Context: an optimization exercise on an open-source flow, tuned for small area. The choices shown serve that exercise and are no tape-out recipe. Function was checked by simulation only, so behaviour that the tests miss may differ from the original. Power and IR drop assume default switching activity.

==> flow/design.v (excerpt) <==
module branch_predictor_sa #(
  parameter int         SET_BITS = 3,
  parameter int         WAYS     = 4,
  parameter int         TAG_W    = 30 - SET_BITS,
  parameter logic [1:0] CNT_INIT = 2'b10
) (
  input  logic        clk,
  input  logic        RESET,
  input  logic [31:0] PC_F,
  output logic        PrPCSrc_F,
  output logic [31:0] PrALUResult_F,
  input  logic        BrValid_E,
  input  logic [31:0] PC_E,
  input  logic        PCSrc_E,
  input  logic [31:0] ALUResult_E,
  input  logic        PrPCSrc_E,
  input  logic        Flush,
  output logic [31:0] BrCount,
  output logic [31:0] MispCount
);
Size: roughly 2100 flip-flops, about 200 I/O pins, ~84000 sq um of cells after synthesis.
clock: 8.0 ns
lec_check: 0
cap_margin: 20
core_margin: 2
core_utilization: 65
cts_buf_list: sky130_fd_sc_hd__clkbuf_8
setup_slack_margin: 0.2
slew_margin: 20
synth_hierarchical: 1
synth_minimum_keep_size: 0
run.sh (not shown) runs the stock make flow with config.mk's settings and CLKGATE_MAP_FILE= SYNTH_SCRIPT=/design/flow/synth_recipe.tcl, a recipe that flattens the netlist after the stock synthesis.
Rerun with:
- CORE_UTILIZATION: 65 -> 40
- CTS_BUF_LIST: sky130_fd_sc_hd__clkbuf_8 -> default
What happened: Design area goes up by 3.6%. Register-to-register slack gets better by 0.44 ns. Critical path depth goes up by 1. Clock power goes up by 20%. Worst setup slack gets worse by 0.027 ns. Total power goes up by 7.7%. Clock-buffer cell count goes down by 96. Routed wire length goes up by 6.4%. Sequential power barely changes.

---

branch_predictor_sa, a different RTL version from the one above (not shown whole).
For scale: roughly 4400 cells after synthesis, about 2100 flip-flops.
export LEC_CHECK = 0
export CAP_MARGIN = 20
export CORE_MARGIN = 2
export CORE_UTILIZATION = 70
export SETUP_SLACK_MARGIN = 0.2
export SLEW_MARGIN = 20
export SYNTH_HIERARCHICAL = 1
export SYNTH_MINIMUM_KEEP_SIZE = 0
create_clock -name core_clock -period 8.0 [get_ports {clk}]
standard.sh (not shown) runs the stock make flow with config.mk's settings and CLKGATE_MAP_FILE= SYNTH_SCRIPT=/design/flow/synth_recipe.tcl, a recipe that flattens the netlist after the stock synthesis.
==> flow/flow/run.sh <==
#!/bin/bash
# Standard ORFS layout with area-oriented knobs:
#  - clock tree from clkbuf_4 leaf clusters of up to 10 sinks, no dummy loads
#  - port buffers of the smallest clock-buffer cell (clkbuf_1)
# Each tool's full output is in orfs/logs; make's output is in standard_flow.log.
set -euo pipefail
bash standard.sh \
  "CTS_ARGS=-sink_clustering_enable -repair_clock_nets -dont_use_dummy_load -buf_list sky130_fd_sc_hd__clkbuf_4 -sink_clustering_size 10 -sink_clustering_max_diameter 40" \
  "BUFFER_PORTS_ARGS=-buffer_cell sky130_fd_sc_hd__clkbuf_1" \
  finish > standard_flow.log 2>&1
The starting point completed with no timing, DRC or antenna violations.
Rerun with:
==> flow/flow/run.sh (replaced) <==
#!/bin/bash
# Standard ORFS layout with area-oriented knobs:
#  - clock tree from clkbuf_4 leaf clusters of up to 10 sinks, no dummy loads
#  - port buffers of the smallest buffer cell
# Each tool's full output is in orfs/logs; make's output is in standard_flow.log.
set -euo pipefail
bash standard.sh \
  "CTS_ARGS=-sink_clustering_enable -repair_clock_nets -dont_use_dummy_load -buf_list sky130_fd_sc_hd__clkbuf_4 -sink_clustering_size 10 -sink_clustering_max_diameter 40" \
  "BUFFER_PORTS_ARGS=-buffer_cell sky130_fd_sc_hd__buf_1" \
  finish > standard_flow.log 2>&1
--- a/flow/config.mk
+++ b/flow/config.mk
@@ -9,3 +9,3 @@
 export CORE_MARGIN = 2
-export CORE_UTILIZATION = 70
+export CORE_UTILIZATION = 75
 export SETUP_SLACK_MARGIN = 0.2
What happened:
- The new run completed without violations
- cell count decreases by 1.2%
- sequential cell count stays the same
- synthesized cell count stays the same
- first-iteration DRC count came out higher by 11%
- count of clock-buffer cells in the layout falls by 4
- global-route usage climbs by 3.3 points
- hold slack is better by 0.0034 ns
Rerun with:
--- a/flow/config.mk
+++ b/flow/config.mk
@@ -9,3 +9,3 @@
 export CORE_MARGIN = 2
-export CORE_UTILIZATION = 75
+export CORE_UTILIZATION = 70
 export SETUP_SLACK_MARGIN = 0.2
Result:
- setup slack improved by 0.17 ns
- register-to-register slack gets worse by 0.28 ns
- die area is higher by 7.1%
- combinational power barely changes
- cell count climbs by 2.1%
- global-route usage went down by 2.9 points
- non-clock buffer count is lower by 7

---

Another version of the RTL of branch_predictor_sa (not shown whole).
Size: about 4500 cells after synthesis.
==> flow/config.mk <==
export PLATFORM = sky130hd
export DESIGN_NAME = branch_predictor_sa
export DESIGN_NICKNAME = branch_predictor_sa
export VERILOG_FILES = /design/flow/design.v
export SDC_FILE = /design/flow/constraint.sdc
export NUM_CORES = 4
export LEC_CHECK = 0
export CAP_MARGIN = 20
export CORE_MARGIN = 2
export CORE_UTILIZATION = 65
export SETUP_SLACK_MARGIN = 0.2
export SLEW_MARGIN = 20
export SYNTH_HIERARCHICAL = 1
export SYNTH_MINIMUM_KEEP_SIZE = 0
==> flow/constraint.sdc <==
create_clock -name core_clock -period 8.0 [get_ports {clk}]
set_input_delay 1.6000 -clock core_clock [delete_from_list [all_inputs] [get_ports {clk}]]
set_output_delay 1.6000 -clock core_clock [all_outputs]
set_load 0.01 [all_outputs]
==> flow/flow/run.sh <==
#!/bin/bash
# Standard ORFS layout with area-oriented knobs:
#  - clock tree from clkbuf_8 leaf clusters of up to 15 sinks, no dummy loads
#  - port buffers of the smallest buffer cell
# Each tool's full output is in orfs/logs; make's output is in standard_flow.log.
set -euo pipefail
bash standard.sh \
  "CTS_ARGS=-sink_clustering_enable -repair_clock_nets -dont_use_dummy_load -buf_list sky130_fd_sc_hd__clkbuf_8 -sink_clustering_size 15 -sink_clustering_max_diameter 45" \
  "BUFFER_PORTS_ARGS=-buffer_cell sky130_fd_sc_hd__buf_1" \
  finish > standard_flow.log 2>&1
The baseline passed the timing, DRC and antenna checks.
Edit:
==> flow/flow/run.sh (replaced) <==
#!/bin/bash
# Standard ORFS layout with area-oriented knobs:
#  - clock tree from clkbuf_4 leaf clusters of up to 10 sinks, no dummy loads
#  - port buffers of the smallest buffer cell
# Each tool's full output is in orfs/logs; make's output is in standard_flow.log.
set -euo pipefail
bash standard.sh \
  "CTS_ARGS=-sink_clustering_enable -repair_clock_nets -dont_use_dummy_load -buf_list sky130_fd_sc_hd__clkbuf_4 -sink_clustering_size 10 -sink_clustering_max_diameter 40" \
  "BUFFER_PORTS_ARGS=-buffer_cell sky130_fd_sc_hd__buf_1" \
  finish > standard_flow.log 2>&1
- CORE_UTILIZATION: 65 -> 75
The new run went through all stages and came out clean. Flip-flop and latch count does not change. Clock-buffer cell count grows by 48. Synthesized area is unchanged. Setup slack degrades by 120 ps. Maximum frequency shrinks by 1.7%. Power shrinks by 4.8%. Clock power shrinks by 17%. Register-to-register slack degrades by 70 ps. Sequential power stays flat.

## separate check: timing with driven ports
No port has a modelled driver above. Below, the same layouts with a new extraction and two added sets of constraints.
Step 1 (the two cells are an assumption about what drives the block):
set clk [get_ports {clk}]
set_driving_cell -lib_cell sky130_fd_sc_hd__clkbuf_16 $clk
set_driving_cell -lib_cell sky130_fd_sc_hd__buf_2 [delete_from_list [all_inputs] $clk]
Step 2, shift: input delay + t, output delay - t, t = (earliest + latest rising clock arrival at the registers) / 2. This alone moves slack from input paths to output paths.
Three values: ideal ports, drivers, drivers and shift; two values: the first two.
| run | t, ns | slack for setup (ns) | worst setup path after step 2 | clock arrival spread, ns | worst data-port slew with drivers (ns) |
|---|---|---|---|---|---|
| the first run of note 1 | 1.087 | 0.288 / 0.158 / 0.136 | input to register | 0.081 / 0.082 | 0.17 |
| the second run of note 1 | 0.935 | 0.261 / 0.111 / 0.111 | input to output | 0.061 / 0.061 | 0.24 |
| the first run of note 2 | 1.258 | 0.433 / 0.409 / 0.409 | input to output | 0.139 / 0.140 | 0.12 |
| the second run of note 2 | 1.335 | 0.372 / 0.347 / 0.347 | input to output | 0.133 / 0.132 | 0.12 |
| the third run of note 2 | 1.333 | 0.542 / 0.516 / 0.263 | input to register | 0.106 / 0.107 | 0.15 |
| the first run of note 3 | 0.988 | 0.608 / 0.582 / 0.366 | input to register | 0.086 / 0.085 | 0.19 |
| the second run of note 3 | 1.245 | 0.484 / 0.459 / 0.459 | input to output | 0.124 / 0.124 | 0.10 |
After both steps setup and hold are still met in every run listed. The setup slack of the third run of note 2, which loses most, moves by -0.026 ns with the drivers and by -0.279 ns with both steps.
